This is an optimization exercise on Yosys and OpenROAD, whose aim is small area, a short achievable clock period and few clock cycles per item, not a production implementation. Only simulation tests tie the RTL to the original design; equivalence was not proved. Power and IR drop assume default switching activity.

==> flow/design.v <==
module limb_mul_sequencer #(
  parameter int W       = 32,
  parameter int LIMBS   = 4,
  parameter int MUL_LAT = 2
) (
  input  logic                   clk,
  input  logic                   rst,
  input  logic                   start,
  input  logic [W*LIMBS-1:0]     a,
  input  logic [W*LIMBS-1:0]     b,
  output logic                   busy,
  output logic [2*W*LIMBS-1:0]   product,
  output logic                   done,
  output logic                   mul_start,
  output logic [W-1:0]           mul_a,
  output logic [W-1:0]           mul_b,
  input  logic [2*W-1:0]         mul_product
);
  localparam int N  = W * LIMBS;      
  localparam int AW = 2 * W + 3;      
  localparam int LW = 2 * N - 2 * W;  
  localparam int PS = MUL_LAT + 1;    
  logic [N-1:0]    a_q, b_q;
  logic            act_q;
  logic [3:0]      t_q;
  logic [1:0]      isel_q, jsel_q;
  logic            busy_q;
  logic            accept;
  logic            ms_q;
  logic [W-1:0]    ma_q, mb_q;
  logic            v_q  [PS+1];
  logic            f_q  [PS+1];
  logic            s_q  [PS+1];
  logic            l_q  [PS+1];
  logic [2*W-1:0]  p_q;               
  logic [AW-1:0]   w_q;               
  logic [LW-1:0]   lo_q;              
  logic            done_q;
  logic [3:0]      t_nx;
  logic [1:0]      i_nx, j_nx;
  logic            newcol;
  logic [AW-1:0]   sum, cur;
  assign accept = start & ~busy_q & ~done_q;
  assign t_nx = t_q + 4'd1;
  always_comb begin
    i_nx = 2'd0; j_nx = 2'd0;
    case (t_nx)
      4'd0:  begin i_nx = 2'd0; j_nx = 2'd0; end
      4'd1:  begin i_nx = 2'd0; j_nx = 2'd1; end
      4'd2:  begin i_nx = 2'd1; j_nx = 2'd0; end
      4'd3:  begin i_nx = 2'd0; j_nx = 2'd2; end
      4'd4:  begin i_nx = 2'd1; j_nx = 2'd1; end
      4'd5:  begin i_nx = 2'd2; j_nx = 2'd0; end
      4'd6:  begin i_nx = 2'd0; j_nx = 2'd3; end
      4'd7:  begin i_nx = 2'd1; j_nx = 2'd2; end
      4'd8:  begin i_nx = 2'd2; j_nx = 2'd1; end
      4'd9:  begin i_nx = 2'd3; j_nx = 2'd0; end
      4'd10: begin i_nx = 2'd1; j_nx = 2'd3; end
      4'd11: begin i_nx = 2'd2; j_nx = 2'd2; end
      4'd12: begin i_nx = 2'd3; j_nx = 2'd1; end
      4'd13: begin i_nx = 2'd2; j_nx = 2'd3; end
      4'd14: begin i_nx = 2'd3; j_nx = 2'd2; end
      default: begin i_nx = 2'd3; j_nx = 2'd3; end
    endcase
  end
  always_comb begin
    case (t_q)
      4'd1, 4'd3, 4'd6, 4'd10, 4'd13, 4'd15: newcol = 1'b1;
      default:                               newcol = 1'b0;
    endcase
  end
  always_ff @(posedge clk) begin
    if (rst) begin
      act_q  <= 1'b0;
      busy_q <= 1'b0;
    end else if (accept) begin
      act_q  <= 1'b1;
      busy_q <= 1'b1;
    end else begin
      if (t_q == 4'd15) act_q <= 1'b0;
      busy_q <= act_q & (t_q != 4'd14) & (t_q != 4'd15);
    end
  end
  always_ff @(posedge clk) begin
    if (accept) begin
      t_q    <= '0;
      isel_q <= '0;
      jsel_q <= '0;
    end else begin
      t_q    <= t_nx;
      isel_q <= i_nx;
      jsel_q <= j_nx;
    end
  end
  always_ff @(posedge clk) begin
    if (!busy_q) begin
      a_q <= a;
      b_q <= b;
    end
  end
  always_ff @(posedge clk) begin
    ma_q <= a_q[isel_q*W +: W];
    mb_q <= b_q[jsel_q*W +: W];
  end
  always_ff @(posedge clk) begin
    if (rst) begin
      ms_q <= 1'b0;
      for (int k = 0; k <= PS; k++) v_q[k] <= 1'b0;
    end else begin
      ms_q   <= act_q;
      v_q[0] <= act_q;
      for (int k = 1; k <= PS; k++) v_q[k] <= v_q[k-1];
    end
  end
  always_ff @(posedge clk) begin
    f_q[0] <= (t_q == 4'd0);
    s_q[0] <= newcol;
    l_q[0] <= (t_q == 4'd15);
    for (int k = 1; k <= PS; k++) begin
      f_q[k] <= f_q[k-1];
      s_q[k] <= s_q[k-1];
      l_q[k] <= l_q[k-1];
    end
  end
  always_ff @(posedge clk) p_q <= mul_product;
  localparam int LV = $clog2(AW);
  logic [AW-1:0] pp [LV+1];
  logic [AW-1:0] gg [LV+1];
  logic [AW-1:0] xa, xb;
  assign xa = w_q;
  assign xb = AW'(p_q);
  assign pp[0] = xa ^ xb;
  assign gg[0] = xa & xb;
  for (genvar lv = 0; lv < LV; lv++) begin : g_lv
    for (genvar bi = 0; bi < AW; bi++) begin : g_bit
      if (bi >= (1 << lv)) begin : g_op
        assign gg[lv+1][bi] = gg[lv][bi] | (pp[lv][bi] & gg[lv][bi-(1<<lv)]);
        assign pp[lv+1][bi] = pp[lv][bi] & pp[lv][bi-(1<<lv)];
      end else begin : g_pass
        assign gg[lv+1][bi] = gg[lv][bi];
        assign pp[lv+1][bi] = pp[lv][bi];
      end
    end
  end
  assign sum = pp[0] ^ {gg[LV][AW-2:0], 1'b0};
  assign cur = f_q[PS] ? AW'(p_q) : sum;
  logic sh_q, kp_q;
  always_ff @(posedge clk) begin
    sh_q <= s_q[PS-2] & ~f_q[PS-1];
    kp_q <= ~s_q[PS-2];
  end
  logic [AW-1:0] w_nx;
  always_comb begin
    for (int k = 0; k < AW; k++) begin
      if (k + W < AW)
        w_nx[k] = (sh_q & sum[k+W]) | (kp_q & sum[k]) | (f_q[PS] & ((k + W < 2*W) ? p_q[(k+W) % (2*W)] : 1'b0));
      else
        w_nx[k] = kp_q & sum[k];
    end
  end
  always_ff @(posedge clk) begin
    w_q <= w_nx;
    if (v_q[PS-1] && s_q[PS-1]) lo_q <= {cur[W-1:0], lo_q[LW-1:W]};
  end
  always_ff @(posedge clk) begin
    if (rst) done_q <= 1'b0;
    else     done_q <= v_q[PS] & l_q[PS];
  end
  assign busy      = busy_q;
  assign done      = done_q;
  assign product   = {w_q[2*W-1:0], lo_q};
  assign mul_start = ms_q;
  assign mul_a     = ma_q;
  assign mul_b     = mb_q;
endmodule
clock: 8.0 ns
lec_check: 0
cap_margin: 20
core_margin: 2
core_utilization: 50
setup_slack_margin: 5
slew_margin: 20
standard.sh (not shown) runs the stock make flow with config.mk's settings and CLKGATE_MAP_FILE= SYNTH_SCRIPT=/design/flow/synth_recipe.tcl, a recipe that flattens the netlist after the stock synthesis.
==> flow/flow/run.sh <==
#!/bin/bash
export BUFFER_PORTS_ARGS="-buffer_cell sky130_fd_sc_hd__buf_1"
bash standard.sh > standard.log 2>&1
Testbench counts at the start, summed over its fixed seeds: cycles 25,648, items 1,600.
Change:
--- a/flow/design.v
+++ b/flow/design.v
@@ -141,28 +141,15 @@
         assign pp[lv+1][bi] = pp[lv][bi];
       end
     end
   end
   assign sum = pp[0] ^ {gg[LV][AW-2:0], 1'b0};
   assign cur = f_q[PS] ? AW'(p_q) : sum;
-  logic sh_q, kp_q;
   always_ff @(posedge clk) begin
-    sh_q <= s_q[PS-2] & ~f_q[PS-1];
-    kp_q <= ~s_q[PS-2];
-  end
-  logic [AW-1:0] w_nx;
-  always_comb begin
-    for (int k = 0; k < AW; k++) begin
-      if (k + W < AW)
-        w_nx[k] = (sh_q & sum[k+W]) | (kp_q & sum[k]) | (f_q[PS] & ((k + W < 2*W) ? p_q[(k+W) % (2*W)] : 1'b0));
-      else
-        w_nx[k] = kp_q & sum[k];
-    end
-  end
-  always_ff @(posedge clk) begin
-    w_q <= w_nx;
+    if (s_q[PS-1]) w_q <= AW'(cur >> W);
+    else           w_q <= cur;
     if (v_q[PS-1] && s_q[PS-1]) lo_q <= {cur[W-1:0], lo_q[LW-1:W]};
   end
   always_ff @(posedge clk) begin
     if (rst) done_q <= 1'b0;
     else     done_q <= v_q[PS] & l_q[PS];
   end
Effect:
- die area stays flat
- worst setup slack loses 0.12 ns
- register-to-register slack got worse by 0.12 ns
- wire length climbs by 3.9%
- clock power decreases by about 2%
- first-iteration DRC count drops by 1.4%
- power rose by 0.94%
- cell area is higher by 0.68%
- synthesized area hardly moves
- non-clock buffer count is higher by 6
- sequential cell count fell by 2
- cell count hardly moves
- hold slack gets worse by 0.0050 ns
- synthesized cell count is higher by 0.81%
Testbench counts after the change, summed over its fixed seeds: cycles 25,648, items 1,600.

========
## lane 1
Starts from the design.v that is shown in full above.
clock: 8.0 ns
lec_check: 0
abc_area: 1
cap_margin: 20
core_margin: 2
core_utilization: 50
cts_cluster_diameter: 100
cts_cluster_size: 25
setup_slack_margin: 5
slew_margin: 20
==> flow/flow/run.sh <==
#!/bin/bash
export BUFFER_PORTS_ARGS="-buffer_cell sky130_fd_sc_hd__buf_1"
export CTS_ARGS="-sink_clustering_enable -repair_clock_nets -sink_clustering_size 25 -sink_clustering_max_diameter 100 -dont_use_dummy_load"
bash standard.sh > standard.log 2>&1
Lane 1 was carried through to the last stage, and its layout satisfied the timing, design-rule and antenna checks.
Testbench counts of lane 1, summed over its fixed seeds: cycles 25,648, items 1,600.
Changes in lane 2 relative to lane 1:
--- a/flow/design.v
+++ b/flow/design.v
@@ -21,11 +21,11 @@
   localparam int LW = 2 * N - 2 * W;  
   localparam int PS = MUL_LAT + 1;    
   logic [N-1:0]    a_q, b_q;
   logic            act_q;
   logic [3:0]      t_q;
-  logic [1:0]      isel_q, jsel_q;
+  logic [3:0]      isel_q, jsel_q;    
   logic            busy_q;
   logic            accept;
   logic            ms_q;
   logic [W-1:0]    ma_q, mb_q;
   logic            v_q  [PS+1];
@@ -82,27 +82,29 @@
     end
   end
   always_ff @(posedge clk) begin
     if (accept) begin
       t_q    <= '0;
-      isel_q <= '0;
-      jsel_q <= '0;
+      isel_q <= 4'b0001;
+      jsel_q <= 4'b0001;
     end else begin
       t_q    <= t_nx;
-      isel_q <= i_nx;
-      jsel_q <= j_nx;
+      isel_q <= 4'b0001 << i_nx;
+      jsel_q <= 4'b0001 << j_nx;
     end
   end
   always_ff @(posedge clk) begin
     if (!busy_q) begin
       a_q <= a;
       b_q <= b;
     end
   end
   always_ff @(posedge clk) begin
-    ma_q <= a_q[isel_q*W +: W];
-    mb_q <= b_q[jsel_q*W +: W];
+    ma_q <= ({W{isel_q[0]}} & a_q[0*W +: W]) | ({W{isel_q[1]}} & a_q[1*W +: W])
+          | ({W{isel_q[2]}} & a_q[2*W +: W]) | ({W{isel_q[3]}} & a_q[3*W +: W]);
+    mb_q <= ({W{jsel_q[0]}} & b_q[0*W +: W]) | ({W{jsel_q[1]}} & b_q[1*W +: W])
+          | ({W{jsel_q[2]}} & b_q[2*W +: W]) | ({W{jsel_q[3]}} & b_q[3*W +: W]);
   end
   always_ff @(posedge clk) begin
     if (rst) begin
       ms_q <= 1'b0;
       for (int k = 0; k <= PS; k++) v_q[k] <= 1'b0;
@@ -131,13 +133,13 @@
   assign xb = AW'(p_q);
   assign pp[0] = xa ^ xb;
   assign gg[0] = xa & xb;
   for (genvar lv = 0; lv < LV; lv++) begin : g_lv
     for (genvar bi = 0; bi < AW; bi++) begin : g_bit
-      if (bi >= (1 << lv)) begin : g_op
-        assign gg[lv+1][bi] = gg[lv][bi] | (pp[lv][bi] & gg[lv][bi-(1<<lv)]);
-        assign pp[lv+1][bi] = pp[lv][bi] & pp[lv][bi-(1<<lv)];
+      if (((bi >> lv) & 1) == 1) begin : g_op
+        assign gg[lv+1][bi] = gg[lv][bi] | (pp[lv][bi] & gg[lv][((bi >> lv) << lv) - 1]);
+        assign pp[lv+1][bi] = pp[lv][bi] & pp[lv][((bi >> lv) << lv) - 1];
       end else begin : g_pass
         assign gg[lv+1][bi] = gg[lv][bi];
         assign pp[lv+1][bi] = pp[lv][bi];
       end
     end
Findings:
- Net count after synthesis sits lower in lane 2 than in lane 1.
- Lane 2 vs lane 1, capture point of the worst path: product[73] vs product[200]
- Lane 2 does better than lane 1 on internal power consumption.
- For lane 1, the launch point of the worst path was w_q[8], unlike lane 2, where it was lo_q[73].
- edfxtp_1 as the library cell contributing the largest single delay on the critical path was reported by lane 2, and dfxtp_1 by lane 1.
- Wire length on lane 2 is down relative to lane 1.
- Lane 2 vs. lane 1: area share of buffers outside the clock network climbed 0.52 points, fraction of power spent switching nets dropped 4.6 points, number of cells produced by synthesis dropped 509.
Testbench counts of lane 2, summed over its fixed seeds: cycles 25,648, items 1,600.

## static timing again, ports no longer ideal
How much do the figures lean on ideal ports? The routed layouts below were timed once more, with nothing changed but the port constraints.
Step 1 assumes that a clkbuf_16 drives the clock port and a buf_2 every other input.
Step 2 adds t to the input delays and takes it off the output delays; t is the mean of the earliest and latest rising clock arrival at the registers after step 1. Input paths then give back, and output paths get back, about the clock's delay inside the block.
Three values: no drivers, after step 1, after step 2; two values: the first two.
run | shift t [ns] | setup slack, ns | worst data-port slew with drivers (ns)
the first run of note 1 | 0.651 | 4.935 / 4.935 / 4.935 | 0.14
the second run of note 1 | 0.656 | 4.814 / 4.814 / 4.814 | 0.13
lane 1 | 0.603 | 5.063 / 5.003 / 5.039 | 0.13
lane 2 | 0.668 | 5.039 / 4.980 / 5.018 | 0.14
After both steps every run listed still meets setup and hold. For lane 1, which loses most, drivers alone change the setup slack by -0.060 ns; drivers and shift together by -0.024 ns.
